This is an optimization exercise on Yosys and OpenROAD, whose aim is small area, a short achievable clock period and few clock cycles per item, not a production implementation.

Setup of the previous run:
==> flow/design.v (excerpt) <==
module cordic_pipe #(
  parameter int W         = 16,
  parameter int AW        = 16,
  parameter int ITER      = 12,
  parameter int GAIN_COMP = 1,
  parameter int IN_REG    = 0,    
  parameter int IPS       = 2,    
  parameter int GSPLIT    = 0     
) (
  input  logic          clk,
  input  logic          rst,
  input  logic          in_valid,
  output logic          in_ready,
  input  logic          in_mode,
  input  logic [W-1:0]  in_x,
  input  logic [W-1:0]  in_y,
  input  logic [AW-1:0] in_z,
  output logic          out_valid,
  input  logic          out_ready,
  output logic          out_mode,
  output logic [W-1:0]  out_x,
  output logic [W-1:0]  out_y,
  output logic [AW-1:0] out_z
);
For scale: about 540 flip-flops, roughly 100 I/O pins, about 51,000 um2 of cells after synthesis.
export LEC_CHECK = 0
export CAP_MARGIN = 20
export CORE_MARGIN = 2
export CORE_UTILIZATION = 40
export SLEW_MARGIN = 20
create_clock -name core_clock -period 4.4 [get_ports {clk}]
run.sh (not shown) runs the stock make flow with config.mk's settings and CLKGATE_MAP_FILE= SYNTH_SCRIPT=/design/flow/synth_recipe.tcl, a recipe that flattens the netlist after the stock synthesis.
Although the previous run finished all stages, its layout failed final checks on negative setup slack.
Modified inputs, the current run compared to the previous run
diff --git a/flow/design.v b/flow/design.v
--- a/flow/design.v
+++ b/flow/design.v
@@ -1,20 +1,20 @@
 module cordic_pipe #(
   parameter int W         = 16,
   parameter int AW        = 16,
   parameter int ITER      = 12,
   parameter int GAIN_COMP = 1,
-  parameter int IN_REG    = 0,    
-  parameter int IPS       = 2,    
-  parameter int GSPLIT    = 0     
+  parameter int IN_REG    = 1,    
+  parameter int IPS       = 1,    
+  parameter int GSPLIT    = 1     
 ) (
   input  logic          clk,
   input  logic          rst,
   input  logic          in_valid,
   output logic          in_ready,
   input  logic          in_mode,
   input  logic [W-1:0]  in_x,
   input  logic [W-1:0]  in_y,
   input  logic [AW-1:0] in_z,
   output logic          out_valid,
   input  logic          out_ready,
   output logic          out_mode,
Findings:
- Diff the previous run -> the current run: multi-input logic area has decreased; final setup slack of the worst path increased by 1.82 ns relative to the old numbers; clock skew rose by 0.054 ns.
- Compared with the previous run, in the current run placed wire-length estimate after detailed placement now smaller, clock tree cell share of total cell area now larger, sequential standard cell area now larger.
- Diff the previous run -> the current run | quantity of gates resized following cts | decrease of 441
- Per the final summary, the current run finished and its layout is clean on timing, DRC and antenna.
- In the current run, the met3 routing resource usage after global routing came out 0.28 points above the value in the previous run.
- Diff the previous run and the current run: placement-stage worst setup slack higher in the current run
- Looking at routed wire length across both flows, the current run is the stronger of the two, with the previous run trailing.
No functional check of the RTL was part of any run of this note.

========
RTL: one of the versions met above, not the one the previous note started from.
Size in the first run: ~5,800 cells after synthesis, about 100 I/O pins, ~64,000 µm² of cells after synthesis.
export LEC_CHECK = 0
export CAP_MARGIN = 20
export CORE_MARGIN = 2
export CORE_UTILIZATION = 40
export SETUP_SLACK_MARGIN = 1.2
export SLEW_MARGIN = 20
create_clock -name core_clock -period 4.4 [get_ports {clk}]
The baseline finished clean.
Next try:
--- a/flow/design.v
+++ b/flow/design.v
@@ -1,18 +1,19 @@
 module cordic_pipe #(
   parameter int W         = 16,
   parameter int AW        = 16,
   parameter int ITER      = 12,
   parameter int GAIN_COMP = 1,
   parameter int IN_REG    = 1,    
   parameter int IPS       = 1,    
-  parameter int GSPLIT    = 1     
+  parameter int GSPLIT    = 1,    
+  parameter int SKID      = 0     
 ) (
   input  logic          clk,
   input  logic          rst,
   input  logic          in_valid,
   output logic          in_ready,
   input  logic          in_mode,
   input  logic [W-1:0]  in_x,
   input  logic [W-1:0]  in_y,
   input  logic [AW-1:0] in_z,
   output logic          out_valid,
@@ -49,22 +50,20 @@
   function automatic logic [XW-1:0] addsub(input logic [XW-1:0] a, input logic [XW-1:0] b,
                                            input logic sub);
     logic [XW:0] s;
     s = {a, 1'b1} + {b ^ {XW{sub}}, sub};
     addsub = s[XW:1];
   endfunction
   localparam int NV = IN_REG + 1 + NS + GSPLIT + 1;   
   logic          en;              
   logic          o_v, s_v, rdy;   
   logic [NV-1:0] vld;
-  assign en        = !s_v;
-  assign in_ready  = rdy;
   assign out_valid = o_v;
   always_ff @(posedge clk or posedge rst) begin
     if (rst) vld <= '0;
     else if (en) vld <= {vld[NV-2:0], in_valid};
   end
   logic          i_mode;
   logic [W-1:0]  i_x, i_y;
   logic [AW-1:0] i_z;
   if (IN_REG != 0) begin : g_inreg
     always_ff @(posedge clk) begin
@@ -193,30 +192,47 @@
       end
     end
   end
   function automatic logic [W-1:0] sat(input logic signed [XW-1:0] v);
     if (v[XW-1:W-1] != {(XW-W+1){v[XW-1]}}) sat = {v[XW-1], {(W-1){!v[XW-1]}}};
     else                                    sat = v[W-1:0];
   endfunction
   logic [3*W:0] res, skid;
   assign res = GAIN_COMP != 0 ? {g_mode, sat(g_x), sat(g_y), g_z}
                               : {s_mode[NS], sat(l_x), sat(l_y), s_z[NS]};
-  logic push, o_v_n, s_v_n;
-  assign push  = en && vld[NV-1];
-  assign o_v_n = s_v || push || (o_v && !out_ready);
-  assign s_v_n = s_v ? !out_ready : (push && o_v && !out_ready);
-  always_ff @(posedge clk or posedge rst) begin
-    if (rst) begin
-      o_v <= 1'b0;
-      s_v <= 1'b0;
-      rdy <= 1'b1;
-    end else begin
-      o_v <= o_v_n;
-      s_v <= s_v_n;
-      rdy <= !s_v_n;
-    end
-  end
-  always_ff @(posedge clk) begin
-    if (!s_v) skid <= res;
-    if (!o_v || out_ready) {out_mode, out_x, out_y, out_z} <= s_v ? skid : res;
+  if (SKID != 0) begin : g_skid
+    logic push, o_v_n, s_v_n;
+    assign en       = !s_v;
+    assign in_ready = rdy;
+    assign push     = en && vld[NV-1];
+    assign o_v_n    = s_v || push || (o_v && !out_ready);
+    assign s_v_n    = s_v ? !out_ready : (push && o_v && !out_ready);
+    always_ff @(posedge clk or posedge rst) begin
+      if (rst) begin
+        o_v <= 1'b0;
+        s_v <= 1'b0;
+        rdy <= 1'b1;
+      end else begin
+        o_v <= o_v_n;
+        s_v <= s_v_n;
+        rdy <= !s_v_n;
+      end
+    end
+    always_ff @(posedge clk) begin
+      if (!s_v) skid <= res;
+      if (!o_v || out_ready) {out_mode, out_x, out_y, out_z} <= s_v ? skid : res;
+    end
+  end else begin : g_noskid
+    assign en       = !o_v || out_ready;
+    assign in_ready = en;
+    assign s_v      = 1'b0;
+    assign rdy      = 1'b1;
+    assign skid     = '0;
+    always_ff @(posedge clk or posedge rst) begin
+      if (rst) o_v <= 1'b0;
+      else if (en) o_v <= vld[NV-1];
+    end
+    always_ff @(posedge clk) begin
+      if (en) {out_mode, out_x, out_y, out_z} <= res;
+    end
   end
 endmodule
Worst hold slack loses 0.012 ns. Clock skew is lower by 0.025 ns. Die area went down by 2.4%. Final area goes down by 2.3%. Global-route usage drops by 0.31 points. Synthesized area came out lower by 2.4%. Wire length drops by 4.2%. Setup slack stays flat. Via count goes down by 2.4%. Register-to-register slack is about the same.
Function was not checked in any run of this note: the RTL went through the layout flow alone.

==> what the ideal ports hide <==
No port has a modelled driver above. Below, the same layouts with a new extraction and two added sets of constraints.
Step 1 sets driving cells, clkbuf_16 on the clock port and buf_2 on the other inputs (assumed; they add their load-dependent delay and slew).
Step 2 moves the port delays by t, midway between the first and last clock arrival at a register: inputs arrive t later, outputs are due t later. That takes back most of the time a late clock gives input paths.
Three values: no drivers, after step 1, after step 2; two values: the first two.
| run | t, ns | slack for setup (ns) | hold slack, ns | worst register clock-pin slew, ns | worst data-port slew with drivers (ns) |
|---|---|---|---|---|---|
| the previous run | 0.755 | -1.167 / -1.167 / -1.167 | 0.418 / 0.418 / 0.418 | 0.07 / 0.07 | 0.04 |
| the current run | 0.795 | 0.651 / 0.651 / 0.651 | 0.399 / 0.399 / 0.399 | 0.06 / 0.06 | 0.07 |
| the first run of note 2 | 0.799 | 1.195 / 1.195 / 1.195 | 0.405 / 0.405 / 0.405 | 0.07 / 0.07 | 0.09 |
| the second run of note 2 | 0.790 | 1.195 / 1.195 / 0.998 | 0.393 / 0.393 / 0.393 | 0.06 / 0.06 | 0.05 |
The setup slack of the second run of note 2, which loses most, moves by 0.000 ns with the drivers and by -0.197 ns with both steps.
